Context: an optimization exercise on an open-source flow, tuned for small area. The choices shown serve that exercise and are no tape-out recipe.
Only simulation tests tie the RTL to the original design; equivalence was not proved.
Power is estimated from default activity; no workload was simulated. No driver is modelled on the clock port, so clocking that relies on it looks cheaper here than on a real chip.

Setup of red:
==> flow/design.v <==
`timescale 1ns/1ps
module proc_top (
  input  logic        clk,
  input  logic        reset,
  output logic [31:0] imem_addr_o,
  input  logic [31:0] imem_data_i,
  input  logic [31:0] mngr2proc_data_i,
  input  logic        mngr2proc_val_i,
  output logic        mngr2proc_rdy_o,
  output logic [31:0] proc2mngr_data_o,
  output logic        proc2mngr_val_o,
  input  logic        proc2mngr_rdy_i
);
  logic [4:0]  ph;
  logic        st_init;    
  logic        st_br;      
  logic        st_w;       
  logic        run_q;      
  logic        cw_q;       
  logic [31:0] x;
  logic [4:0]  s1;
  logic [31:0] pc;
  logic        c_q;        
  logic        cp_q;       
  logic        ne_q;       
  logic        out_v;
  wire ph0  = (ph == 5'd0);
  wire ph31 = (ph == 5'd31);
  wire exec = !st_init && !st_br && !st_w;
  wire is_alu  = !x[6];
  wire is_r    = !x[6] &&  x[5];
  wire is_i    = !x[6] && !x[5];
  wire is_b    =  x[6] && !x[4] && !x[2];
  wire is_j    =  x[6] &&  x[2];
  wire is_csr  =  x[6] &&  x[4] && !x[2];
  wire is_csrr =  is_csr &&  x[13];
  wire is_csrw =  is_csr && !x[13];
  wire is_sub  =  is_r && x[30];
  wire [4:0] rd  = x[11:7];
  wire [4:0] rs2 = x[24:20];
  logic immb;
  logic [31:0] itab;
  always_comb begin
    itab[0] = is_i && x[20];
    for (int t = 1; t <= 4; t++)   itab[t] = is_b ? x[7 + t] : x[20 + t];
    for (int t = 5; t <= 10; t++)  itab[t] = x[20 + t];
    itab[11] = is_i ? x[31] : (is_b ? x[7] : x[20]);
    for (int t = 12; t <= 19; t++) itab[t] = is_j ? x[t] : x[31];
    for (int t = 20; t <= 31; t++) itab[t] = x[31];
  end
  assign immb = itab[ph];
  wire cw  = ph0 ? (exec && is_csrw) : cw_q;
  wire dec = exec && !cw;
  wire run = ph0 ? !(is_csrr && !mngr2proc_val_i) : run_q;
  logic [31:0] rf0;
  logic        res;
  logic        wen;
  assign rf0[0] = 1'b0;
  genvar gi;
  generate
    for (gi = 1; gi < 32; gi = gi + 1) begin : g_rf
      logic [31:0] r;
      always_ff @(posedge clk) begin
        r <= {(wen && rd == gi) ? res : r[0], r[31:1]};
      end
      assign rf0[gi] = r[0];
    end
  endgenerate
  wire a    = rf0[s1];
  wire b2   = rf0[rs2];
  wire inb  = mngr2proc_data_i[ph];
  wire pcb  = pc[0];
  wire four = (ph == 5'd2);
  wire opa  = is_j ? pcb : a;
  wire opb  = is_r ? b2 : (is_i ? immb : four);
  wire opbx = opb ^ is_sub;
  wire cin  = ph0 ? is_sub : c_q;
  wire sum  = opa ^ opbx ^ cin;
  wire cout = (opa & opbx) | (cin & (opa ^ opbx));
  always_comb begin
    if (is_csr)               res = inb;
    else if (is_alu && x[14]) res = x[13] ? (x[12] ? (opa & opb) : (opa | opb)) : (opa ^ opb);
    else                      res = sum;
  end
  assign wen = dec && run && (is_alu || is_j || is_csrr);
  wire pupd  = (dec && run && !is_b) || st_br || cw;
  wire pop   = ((dec && is_j) || (st_br && ne_q)) ? immb : four;
  wire cpin  = !ph0 && cp_q;
  wire pc_in = st_init ? (ph == 5'd9) : (pupd ? (pcb ^ pop ^ cpin) : pcb);
  wire cpout = (pcb & pop) | (cpin & (pcb ^ pop));
  assign imem_addr_o = {pc_in, pc[31:1]};
  wire ld = ph31 && (st_init || st_br || (dec && run && !is_b) ||
                     (st_w && (!out_v || proc2mngr_rdy_i)));
  localparam logic [31:0] XLD = 32'hFFFF_FFF4;
  wire [31:0] x_sh = {a, x[31:1]};
  wire [31:0] x_ld = (imem_data_i & XLD) | (x_sh & ~XLD);
  always_ff @(posedge clk) begin
    pc   <= {pc_in, pc[31:1]};
    c_q  <= cout;
    cp_q <= cpout;
    if (!st_br) ne_q <= (!ph0 && ne_q) | (a ^ b2);
    run_q <= run;
    cw_q  <= cw;
    if (ld) begin
      x  <= x_ld;
      s1 <= imem_data_i[19:15];
    end else if (cw) begin
      x  <= x_sh;
    end
  end
  always_ff @(posedge clk) begin
    if (reset) begin
      ph      <= 5'd0;
      st_init <= 1'b1;
      st_br   <= 1'b0;
      st_w    <= 1'b0;
    end else begin
      ph <= ph + 5'd1;
      if (ph31) begin
        st_init <= 1'b0;
        st_br   <= dec && is_b;
        st_w    <= cw || (st_w && !ld);
      end
    end
  end
  always_ff @(posedge clk) begin
    if (reset) out_v <= 1'b0;
    else       out_v <= (cw && ph31) || (out_v && !proc2mngr_rdy_i);
  end
  assign proc2mngr_data_o = x;
  assign proc2mngr_val_o  = out_v;
  assign mngr2proc_rdy_o  = dec && is_csrr && run_q && ph31;
endmodule
export LEC_CHECK = 0
export CAP_MARGIN = 20
export CORE_MARGIN = 2
export CORE_UTILIZATION = 70
export PLACE_DENSITY = 0.8
export SLEW_MARGIN = 20
create_clock -name core_clock -period 10.0 [get_ports {clk}]
standard.sh (not shown) runs the stock make flow with config.mk's settings and CLKGATE_MAP_FILE= SYNTH_SCRIPT=/design/flow/synth_recipe.tcl, a recipe that flattens the netlist after the stock synthesis.
==> flow/flow/run.sh <==
#!/bin/bash
# The standard layout (standard.sh, unchanged synthesis), with two settings passed to ORFS:
# the port buffers are sky130_fd_sc_hd__buf_1 cells, and the clock tree uses clkbuf_16 leaf
# buffers on clusters of at most 25 flip-flops, without dummy loads.
set -euo pipefail
export BUFFER_PORTS_ARGS="-buffer_cell sky130_fd_sc_hd__buf_1"
export CTS_ARGS="-sink_clustering_enable -repair_clock_nets -sink_clustering_size 30 -sink_clustering_max_diameter 70 -buf_list sky130_fd_sc_hd__clkbuf_16 -dont_use_dummy_load"
bash standard.sh > make_finish.log 2>&1
Modified inputs, blue compared to red
diff --git a/flow/flow/run.sh b/flow/flow/run.sh
--- a/flow/flow/run.sh
+++ b/flow/flow/run.sh
@@ -6,3 +6,3 @@
 export BUFFER_PORTS_ARGS="-buffer_cell sky130_fd_sc_hd__buf_1"
-export CTS_ARGS="-sink_clustering_enable -repair_clock_nets -sink_clustering_size 30 -sink_clustering_max_diameter 70 -buf_list sky130_fd_sc_hd__clkbuf_16 -dont_use_dummy_load"
+export CTS_ARGS="-sink_clustering_enable -repair_clock_nets -sink_clustering_size 25 -sink_clustering_max_diameter 80 -buf_list sky130_fd_sc_hd__clkbuf_16 -dont_use_dummy_load"
 bash standard.sh > make_finish.log 2>&1
==> comparison <==
In summary, blue completed successfully, with a layout that passed the timing, design-rule and antenna checks. red -> blue: starting density of the core delta 0, exact match. blue: via count 140 above red. When the final numbers for red and blue were put side by side, the first-pass iteration count of the detailed router turned out to be smaller in red. Clock network fraction of total power for blue: 1.3 points up relative to red. Power after layout is higher on blue. Looking at design area, blue sits above red.
Input changes introduced in green (baseline for comparison: blue):
diff --git a/flow/flow/run.sh b/flow/flow/run.sh
--- a/flow/flow/run.sh
+++ b/flow/flow/run.sh
@@ -6,3 +6,3 @@
 export BUFFER_PORTS_ARGS="-buffer_cell sky130_fd_sc_hd__buf_1"
-export CTS_ARGS="-sink_clustering_enable -repair_clock_nets -sink_clustering_size 25 -sink_clustering_max_diameter 80 -buf_list sky130_fd_sc_hd__clkbuf_16 -dont_use_dummy_load"
+export CTS_ARGS="-sink_clustering_enable -repair_clock_nets -sink_clustering_size 32 -sink_clustering_max_diameter 80 -buf_list sky130_fd_sc_hd__clkbuf_16 -dont_use_dummy_load"
 bash standard.sh > make_finish.log 2>&1
==> run notes <==
green ran to completion and came out clean on the timing, design-rule and antenna checks.
Peak supply drop on green is down relative to blue.
Looking at global-route wire length before repair, green sits 2.8% below blue.
Relative to blue, final cell count has decreased by 0.48% in green.
green vs blue — register clock-pin slew on the reported worst setup and hold paths rose 20 ps.
Compared with blue, green ends up with less cell area.
The fraction of layout cells with a size suffix above 1 reported for green is smaller than that of blue by 0.59 points.
Comparing green and blue, the lower minimum clock period after layout is on green.
Diff blue -> green | wire length per cell after detailed routing | down by a few percent
green vs blue: total power down in green
The area overhead of the layout relative to synthesis in green sits 1.0 points below the value recorded for blue.
For orange, these inputs were changed with respect to green:
diff --git a/flow/flow/run.sh b/flow/flow/run.sh
--- a/flow/flow/run.sh
+++ b/flow/flow/run.sh
@@ -6,3 +6,3 @@
 export BUFFER_PORTS_ARGS="-buffer_cell sky130_fd_sc_hd__buf_1"
-export CTS_ARGS="-sink_clustering_enable -repair_clock_nets -sink_clustering_size 32 -sink_clustering_max_diameter 80 -buf_list sky130_fd_sc_hd__clkbuf_16 -dont_use_dummy_load"
+export CTS_ARGS="-sink_clustering_enable -repair_clock_nets -sink_clustering_size 34 -sink_clustering_max_diameter 60 -buf_list sky130_fd_sc_hd__clkbuf_16 -dont_use_dummy_load"
 bash standard.sh > make_finish.log 2>&1
Results
Measured against green, the number of clock buffers in the layout of orange comes out at 1.10 times the reference value. On final area, orange does worse than green. Relative to green, the routed wire length of orange is lower by about 0.5%. Looking at green and orange, the net total in the final layout is a wash. orange vs. green: sequential share of power shrank by 0.9 points, minimum period implied by the final worst setup slack shrank by 70 ps, share of the clock period used by the worst path after layout shrank by 0.70 points. Post-synthesis to final-layout area growth in orange is 0.40 points above green.

-- separate check: timing with driven ports --
The results above use ideal ports. As a check the final layouts listed here were re-extracted and re-timed, cells and wires unchanged.
Step 1 sets driving cells, clkbuf_16 on the clock port and buf_2 on the other inputs (assumed; they add their load-dependent delay and slew).
Step 2 adds t to the input delays and takes it off the output delays; t is the mean of the earliest and latest rising clock arrival at the registers after step 1. Input paths then give back, and output paths get back, about the clock's delay inside the block.
Three values: ideal, step 1, step 2; two values: the first two.
run	shift t [ns]	setup slack, ns	clock arrival spread, ns
red	0.600	2.885 / 2.834 / 3.433	0.076 / 0.077
blue	0.626	2.817 / 2.764 / 3.390	0.062 / 0.062
green	0.603	2.881 / 2.830 / 3.434	0.053 / 0.053
orange	0.607	2.951 / 2.898 / 3.504	0.092 / 0.091
After both steps every run listed still meets setup and hold.
